This is an optimization exercise on Yosys and OpenROAD, whose aim is small area, a short achievable clock period and few clock cycles per item, not a production implementation. Function was checked by simulation only, so behaviour that the tests miss may differ from the original. Power and IR drop assume default switching activity.

==> module pattern_encoder, before the edit <==
module pattern_encoder #(
    parameter int INDEX_WIDTH = 32,
    parameter int ADDR_WIDTH  = 48,
    parameter int DATA_WIDTH  = 64
) (
    input  logic                   clk,
    input  logic                   rst,
    input  logic                   start,
    input  logic [ADDR_WIDTH-1:0]  start_addr,
    input  logic                   index_push,
    input  logic [INDEX_WIDTH-1:0] row,
    input  logic [INDEX_WIDTH-1:0] col,
    output logic                   index_stall,
    input  logic                   finish,
    output logic                   wr_req,
    input  logic                   wr_stall,
    output logic [ADDR_WIDTH-1:0]  wr_addr,
    output logic [DATA_WIDTH-1:0]  wr_data,
    output logic                   done,
    output logic [ADDR_WIDTH-1:0]  word_count
);
    localparam int IW = INDEX_WIDTH;
    localparam int VW = IW + 1;              
    localparam int LW = 6;                   
    localparam int CW = 1 + LW + VW;         
    localparam int BW = DATA_WIDTH - 1 + CW;       
    localparam int FW = 7;                   
    localparam int KR = 10;                  
    localparam int KC = CW - 2 * (1 + LW) - KR;    
    function automatic logic [LW-1:0] bitlen(input logic [VW-1:0] v);
        logic [LW-1:0] n;
        n = '0;
        for (int i = 0; i < VW; i++)
            if (v[i]) n = LW'(i + 1);
        bitlen = n;
    endfunction
    function automatic logic [3:0] msb(input logic [KR-1:0] v);
        logic [3:0] n;
        n = '0;
        for (int i = 0; i < KR; i++)
            if (v[i]) n = 4'(i);
        msb = n;
    endfunction
    function automatic logic [LW-1:0] codelen(input logic [VW-1:0] v);
        logic [LW-1:0] n;
        n = LW'(7);
        for (int i = 0; i < VW; i++)
            if (v[i]) n = LW'(i + 8);
        codelen = n;
    endfunction
    logic          active_q;      
    logic          first_q;       
    logic [IW-1:0] lrow_q, lcol_q;    
    logic          s0_v_q, s0_f_q;    
    logic          s0_hr_q;           
    logic          s0_rd_q;           
    logic          s0_sh_q;           
    logic [IW-1:0] s0_vr_q;
    logic [VW-1:0] s0_vc_q;
    logic          s1_v_q, s1_end_q;
    logic [CW-1:0] s1_code_q;
    logic [LW-1:0] s1_len_q;
    logic [BW-1:0]         buf_q;
    logic [FW-1:0]         fill_q;       
    logic                  fl_q;         
    logic                  wr_req_q, done_q;
    logic [ADDR_WIDTH-1:0] addr_q, cnt_q;
    logic room, pack, adv1, rowc, s0_last, adv0, take_pair;
    assign room    = !fill_q[6];
    assign pack    = s1_v_q && room;
    assign adv1    = !s1_v_q || room;
    assign rowc    = s0_v_q && s0_hr_q && !s0_rd_q && !s0_sh_q;  
    assign s0_last = adv1 && !rowc;
    assign adv0    = !(s0_v_q || s0_f_q) || s0_last;
    assign index_stall = s0_v_q && !s0_last;
    assign take_pair   = index_push && !index_stall;
    logic          ru, sh;
    logic [IW-1:0] vr;
    logic [VW-1:0] vc;
    assign ru = row != lrow_q;
    assign sh = (row[IW-1:KR] == lrow_q[IW-1:KR]) && (col[IW-1:KC-1] == '0);
    assign vr = row - lrow_q;
    assign vc = (ru || first_q) ? {1'b0, col} + VW'(1)
                                : {1'b0, col - lcol_q};
    logic [LW-1:0] wr, wc;
    logic [CW-1:0] code, both;
    logic [LW-1:0] wrs, wcs;
    logic [LW-1:0] len;
    assign wr   = bitlen({1'b0, s0_vr_q});
    assign wc   = bitlen(s0_vc_q);
    assign wrs  = bitlen(VW'(s0_vr_q[KR-1:0]));
    assign wcs  = bitlen(VW'(s0_vc_q[KC-1:0]));
    assign both = CW'({s0_vr_q[KR-1:0], wrs, 1'b1})
                | (CW'({s0_vc_q[KC-1:0], wcs, 1'b0, 8'b0})
                   << msb(s0_vr_q[KR-1:0]));
    assign code = !s0_v_q              ? CW'(1)
                : rowc                 ? CW'({s0_vr_q, wr, 1'b1})
                : s0_hr_q && !s0_rd_q  ? both
                :                        {s0_vc_q, wc, 1'b0};
    assign len  = !s0_v_q              ? LW'(7)
                : rowc                 ? codelen({1'b0, s0_vr_q})
                : s0_hr_q && !s0_rd_q  ? codelen(VW'(s0_vr_q[KR-1:0]))
                                         + codelen(VW'(s0_vc_q[KC-1:0]))
                :                        codelen(s0_vc_q);
    logic [FW-1:0] hp, h;
    logic          full, fl, wr_next, done_next;
    logic [FW-1:0] fill_next;
    logic [BW-1:0] base, app;
    assign hp        = FW'(fill_q[5:0]) + FW'(s1_len_q);
    assign h         = pack ? hp : fill_q;
    assign full      = h[6];
    assign fl        = fl_q || (pack && s1_end_q);
    assign wr_next   = !wr_stall && (full || fl);
    assign done_next = wr_next && fl && (h <= FW'(DATA_WIDTH));
    assign fill_next = !wr_next ? h : full ? {1'b0, h[5:0]} : '0;
    assign base      = wr_req_q ? (buf_q >> DATA_WIDTH)
                     : (fill_q != '0) ? buf_q : '0;
    assign app       = pack ? (BW'(s1_code_q) << fill_q[5:0]) : '0;
    always_ff @(posedge clk or posedge rst) begin
        if (rst) begin
            active_q <= 1'b0;
            first_q  <= 1'b0;
            s0_v_q   <= 1'b0;
            s0_f_q   <= 1'b0;
            s0_rd_q  <= 1'b0;
            s1_v_q   <= 1'b0;
            s1_end_q <= 1'b0;
            fill_q   <= '0;
            fl_q     <= 1'b0;
            wr_req_q <= 1'b0;
            done_q   <= 1'b0;
            cnt_q    <= '0;
        end else begin
            if (start) begin
                active_q <= 1'b1;
                first_q  <= 1'b1;
                cnt_q    <= '0;
            end else begin
                if (done_next) active_q <= 1'b0;
                if (take_pair) first_q <= 1'b0;
                if (wr_next)   cnt_q    <= cnt_q + ADDR_WIDTH'(1);
            end
            if (adv0) begin
                s0_v_q  <= index_push;
                s0_f_q  <= finish || (s0_v_q && s0_f_q);
                s0_rd_q <= 1'b0;
            end else if (adv1 && rowc) begin
                s0_rd_q <= 1'b1;
            end
            if (adv1) begin
                s1_v_q   <= s0_v_q || s0_f_q;
                s1_end_q <= !s0_v_q && s0_f_q;
            end
            fill_q   <= fill_next;
            fl_q     <= fl && !done_next;
            wr_req_q <= wr_next;
            done_q   <= done_next;
        end
    end
    always_ff @(posedge clk) begin
        if (take_pair) begin
            s0_vr_q <= vr;
            s0_vc_q <= vc;
            s0_hr_q <= ru;
            s0_sh_q <= sh;
        end
        if (start) begin
            lrow_q <= '0;
        end else if (take_pair) begin
            lrow_q <= row;
        end
        if (take_pair) lcol_q <= col;
        if (adv1) begin
            s1_code_q <= code;
            s1_len_q  <= len;
        end
        buf_q <= base | app;
        if (start)         addr_q <= start_addr;
        else if (wr_req_q) addr_q <= addr_q + ADDR_WIDTH'(DATA_WIDTH / 8);
    end
    assign wr_req     = wr_req_q;
    assign wr_addr    = addr_q;
    assign wr_data    = buf_q[DATA_WIDTH-1:0];
    assign done       = done_q;
    assign word_count = cnt_q;
endmodule
Settings: LEC_CHECK=0, CAP_MARGIN=20, CORE_MARGIN=2, CORE_UTILIZATION=60, CTS_CLUSTER_DIAMETER=100, CTS_CLUSTER_SIZE=20, PLACE_DENSITY=0.7, SETUP_SLACK_MARGIN=3.5, SLEW_MARGIN=20; clock period 7.0 ns.
standard.sh (not shown) runs the stock make flow with config.mk's settings and CLKGATE_MAP_FILE= SYNTH_SCRIPT=/design/flow/synth_recipe.tcl, a recipe that flattens the netlist after the stock synthesis.
==> flow/flow/run.sh <==
#!/bin/bash
export BUFFER_PORTS_ARGS="-buffer_cell sky130_fd_sc_hd__buf_2"
bash standard.sh > standard.log 2>&1
The starting point passed the timing, design-rule and antenna checks.
Testbench counts at the start, summed over its fixed seeds: cycles 17,280, items 14,352.
Next try:
--- a/flow/design.v
+++ b/flow/design.v
@@ -50,29 +50,27 @@
     endfunction
     logic          active_q;      
     logic          first_q;       
     logic [IW-1:0] lrow_q, lcol_q;    
     logic          s0_v_q, s0_f_q;    
-    logic          s0_hr_q;           
-    logic          s0_rd_q;           
-    logic          s0_sh_q;           
+    logic          s0_rc_q;           
+    logic          s0_bc_q;           
     logic [IW-1:0] s0_vr_q;
     logic [VW-1:0] s0_vc_q;
     logic          s1_v_q, s1_end_q;
     logic [CW-1:0] s1_code_q;
     logic [LW-1:0] s1_len_q;
     logic [BW-1:0]         buf_q;
     logic [FW-1:0]         fill_q;       
     logic                  fl_q;         
     logic                  wr_req_q, done_q;
     logic [ADDR_WIDTH-1:0] addr_q, cnt_q;
-    logic room, pack, adv1, rowc, s0_last, adv0, take_pair;
+    logic room, pack, adv1, s0_last, adv0, take_pair;
     assign room    = !fill_q[6];
     assign pack    = s1_v_q && room;
     assign adv1    = !s1_v_q || room;
-    assign rowc    = s0_v_q && s0_hr_q && !s0_rd_q && !s0_sh_q;  
-    assign s0_last = adv1 && !rowc;
+    assign s0_last = adv1 && !s0_rc_q;
     assign adv0    = !(s0_v_q || s0_f_q) || s0_last;
     assign index_stall = s0_v_q && !s0_last;
     assign take_pair   = index_push && !index_stall;
     logic          ru, sh;
     logic [IW-1:0] vr;
@@ -92,16 +90,16 @@
     assign wcs  = bitlen(VW'(s0_vc_q[KC-1:0]));
     assign both = CW'({s0_vr_q[KR-1:0], wrs, 1'b1})
                 | (CW'({s0_vc_q[KC-1:0], wcs, 1'b0, 8'b0})
                    << msb(s0_vr_q[KR-1:0]));
     assign code = !s0_v_q              ? CW'(1)
-                : rowc                 ? CW'({s0_vr_q, wr, 1'b1})
-                : s0_hr_q && !s0_rd_q  ? both
+                : s0_rc_q              ? CW'({s0_vr_q, wr, 1'b1})
+                : s0_bc_q              ? both
                 :                        {s0_vc_q, wc, 1'b0};
     assign len  = !s0_v_q              ? LW'(7)
-                : rowc                 ? codelen({1'b0, s0_vr_q})
-                : s0_hr_q && !s0_rd_q  ? codelen(VW'(s0_vr_q[KR-1:0]))
+                : s0_rc_q              ? codelen({1'b0, s0_vr_q})
+                : s0_bc_q              ? codelen(VW'(s0_vr_q[KR-1:0]))
                                          + codelen(VW'(s0_vc_q[KC-1:0]))
                 :                        codelen(s0_vc_q);
     logic [FW-1:0] hp, h;
     logic          full, fl, wr_next, done_next;
     logic [FW-1:0] fill_next;
@@ -120,11 +118,11 @@
         if (rst) begin
             active_q <= 1'b0;
             first_q  <= 1'b0;
             s0_v_q   <= 1'b0;
             s0_f_q   <= 1'b0;
-            s0_rd_q  <= 1'b0;
+            s0_rc_q  <= 1'b0;
             s1_v_q   <= 1'b0;
             s1_end_q <= 1'b0;
             fill_q   <= '0;
             fl_q     <= 1'b0;
             wr_req_q <= 1'b0;
@@ -141,13 +139,13 @@
                 if (wr_next)   cnt_q    <= cnt_q + ADDR_WIDTH'(1);
             end
             if (adv0) begin
                 s0_v_q  <= index_push;
                 s0_f_q  <= finish || (s0_v_q && s0_f_q);
-                s0_rd_q <= 1'b0;
-            end else if (adv1 && rowc) begin
-                s0_rd_q <= 1'b1;
+                s0_rc_q <= index_push && ru && !sh;
+            end else if (adv1) begin
+                s0_rc_q <= 1'b0;
             end
             if (adv1) begin
                 s1_v_q   <= s0_v_q || s0_f_q;
                 s1_end_q <= !s0_v_q && s0_f_q;
             end
@@ -159,12 +157,11 @@
     end
     always_ff @(posedge clk) begin
         if (take_pair) begin
             s0_vr_q <= vr;
             s0_vc_q <= vc;
-            s0_hr_q <= ru;
-            s0_sh_q <= sh;
+            s0_bc_q <= ru && sh;
         end
         if (start) begin
             lrow_q <= '0;
         end else if (take_pair) begin
             lrow_q <= row;
Routed wire length is about the same.
First-iteration DRC count shrinks by 11%.
Clock skew grows by 0.015 ns.
Flip-flop and latch count shrinks by 1.
Via count shrinks by 1.7%.
Power shrinks by 1.3%.
Utilization shrinks by 0.36 points.
Synthesized area shrinks by 0.93%.
Setup slack loses 0.034 ns.
Register-to-register slack loses 0.05 ns.
Testbench counts after the change, summed over its fixed seeds: cycles 17,280, items 14,352.

port drivers added, routing unchanged:
Ports are ideal in the flow. The routed layouts listed here were re-timed in OpenROAD. Step 1 assumes that a clkbuf_16 drives the clock port and a buf_2 every other input. Step 2 also shifts input and output timing later by t, the mid clock arrival at the registers, as if the neighbouring blocks saw the same clock. Slacks: ideal / step 1 / step 2; pairs: ideal / step 1.
run	shift t [ns]	setup WS [ns]	worst setup path after step 2	latest minus earliest clock arrival (ns)
the first run	0.631	3.546 / 3.513 / 2.943	input to register	0.031 / 0.031
the second run	0.634	3.512 / 3.517 / 2.883	input to register	0.045 / 0.044
After both steps every run listed still meets setup and hold. The setup slack of the second run, which loses most, moves by +0.005 ns with the drivers and by -0.629 ns with both steps.
